This is an optimization exercise on Yosys and OpenROAD, whose aim is small area, a short achievable clock period and few clock cycles, not a production implementation.
Function was checked by simulation only, so behaviour that the tests miss may differ from the original.

== v6 ==
## radix_number_string_parser_unit
module radix_number_string_parser_unit #(
  parameter int VALUE_BITS    = 48,
  parameter int FRACTION_BITS = 16
) (
  input  logic                  clk_i,
  input  logic                  rst_ni,
  input  logic                  cfg_we_i,
  input  logic [5:0]            cfg_data_i,
  input  logic                  in_valid_i,
  output logic                  in_ready_o,
  input  logic [7:0]            char_code_i,
  input  logic                  is_last_i,
  output logic                  out_valid_o,
  input  logic                  out_ready_i,
  output logic [2:0]            status_o,
  output logic signed [VALUE_BITS-1:0] value_o
);
  localparam logic [2:0] ST_OK   = 3'd0;
  localparam logic [2:0] ST_BAD  = 3'd1;
  localparam logic [2:0] ST_LATE = 3'd2;
  localparam logic [2:0] ST_TWOP = 3'd3;
  localparam logic [2:0] ST_OVF  = 3'd4;
  localparam logic [1:0] PH_NONE   = 2'd0;
  localparam logic [1:0] PH_DIGITS = 2'd1;
  localparam logic [1:0] PH_CLOSED = 2'd2;
  localparam logic [2:0] CK_IDLE = 3'd0;
  localparam logic [2:0] CK_DREC = 3'd1;
  localparam logic [2:0] CK_WAIT = 3'd2;
  localparam logic [2:0] CK_MUL  = 3'd3;
  localparam logic [2:0] CK_RES  = 3'd4;
  localparam logic [2:0] OP_ADD   = 3'd0;   
  localparam logic [2:0] OP_ADDHI = 3'd1;   
  localparam logic [2:0] OP_LOAD  = 3'd2;   
  localparam logic [2:0] OP_ZERO  = 3'd3;   
  localparam logic [2:0] OP_MUL   = 3'd4;   
  localparam logic [2:0] OP_MULHI = 3'd5;   
  localparam logic [2:0] OP_SWAP  = 3'd6;   
  localparam logic [2:0] OP_RES   = 3'd7;   
  function automatic logic [12:0] radix_info(input logic [5:0] r);
    logic [5:0] ns;
    logic [5:0] cc;
    logic       p2;
    ns = 6'd15; cc = 6'd2; p2 = 1'b0;
    case (r)
      6'd2:  begin ns = 6'd48; cc = 6'd1;  p2 = 1'b1; end
  ...
Size: roughly 3900 cells after synthesis, about 350 flip-flops.
clock: 10.0 ns
lec_check: 0
abc_clock_period_in_ps: 5000
cap_margin: 20
core_margin: 2
core_utilization: 60
setup_slack_margin: 4.5
slew_margin: 20
run.sh (not shown) runs the stock make flow with config.mk's settings and CLKGATE_MAP_FILE= SYNTH_SCRIPT=/design/flow/synth_recipe.tcl, a recipe that flattens the netlist after the stock synthesis.
Testbench counts of v6, summed over its fixed seeds: cycles 5,608.
[inputs] v7 vs v6
--- a/flow/design.v
+++ b/flow/design.v
@@ -215,12 +215,13 @@
   end
   logic [5:0] h_dv;
   logic       h_dig, h_space, h_sign, h_minus, h_point, h_last, h_bad;
   assign {h_last, h_point, h_minus, h_sign, h_space, h_dig, h_dv} = h_q;
   assign h_bad = !h_dig && !h_space && !h_sign && !h_point;
   logic [47:0] w_q, w_d;
+  logic [23:0] wm_q;     
   logic        mh_d;
   logic [5:0]  n_q, k_q;
   logic [1:0]  phase_q;
   logic        point_q, neg_q, fresh_q;
   logic        mh_q;
   logic [5:0]  wc6_q;
@@ -254,13 +255,13 @@
   logic [23:0] w_in;
   logic [29:0] prod_d, prod_r;
   logic        big, big_q;
   logic [47:0] w_step;
   assign ck_idle = (ck_q == CK_IDLE);
   assign dmul    = (ck_q == CK_MUL) ? value_q[5:0] : h_dv;
-  assign w_in    = mh_q ? w_q[47:24] : w_q[23:0];
+  assign w_in    = wm_q;
   assign prod_d  = w_in * dmul;
   assign prod_r  = w_in * r_q + {24'd0, mh_q ? wc6_q : 6'd0};
   assign big     = big_q;
   assign w_step  = mh_q ? {prod_r[23:0], w_q[23:0]} : {18'd0, prod_r};
   logic ch_go;      
   logic dig_lo;     
@@ -468,12 +469,13 @@
         w_d = w_step;
       end
     end
   end
   always_ff @(posedge clk_i) begin
     w_q  <= w_d;
+    wm_q <= mh_d ? w_d[47:24] : w_d[23:0];
     if (ch_go) begin
       if (dig_lo) begin
         wc6_q     <= prod_r[29:24];
       end else begin
         phase_q <= ph_n;
         point_q <= pt_n;
## What came out
The run showing the smaller routed length on met2 is v6. On detailed-router iteration count before antenna repair, the lower figure sits with v7, not v6. The worst endpoint data arrival time in v7 sits 0.07 ns above the value recorded for v6. Diff v6 -> v7: via count of the first global-routing pass increased by 220 relative to the old numbers. Summary: pre-CTS worst setup slack, v7 better than v6. On v7: number of antenna violations at the first check in global routing is 1 higher than what v6 gave. Any difference in met2 capacity usage during global routing between v6 and v7 is small enough to ignore.
Testbench counts of v7, summed over its fixed seeds: cycles 5,608.

-- afterwards: timing with drivers on the ports --
The results above use ideal ports. As a check the final layouts listed here were re-extracted and re-timed, cells and wires unchanged.
Step 1, drivers: a clkbuf_16 drives clk_i and a buf_2 each remaining input, both assumed.
Step 2 adds t to the input delays and takes it off the output delays; t is the mean of the earliest and latest rising clock arrival at the registers after step 1. Input paths then give back, and output paths get back, about the clock's delay inside the block.
Three values: no drivers, after step 1, after step 2; two values: the first two.
run | shift t [ns] | setup WS [ns] | slew at the worst register clock pin (ns) | worst slew at a driven data input, ns
v6 | 0.657 | 4.425 / 4.425 / 4.183 | 0.07 / 0.07 | 0.05
v7 | 0.667 | 4.513 / 4.513 / 4.177 | 0.07 / 0.07 | 0.03
After both steps every run listed still meets setup and hold. The setup slack of v7, which loses most, moves by 0.000 ns with the drivers and by -0.336 ns with both steps.
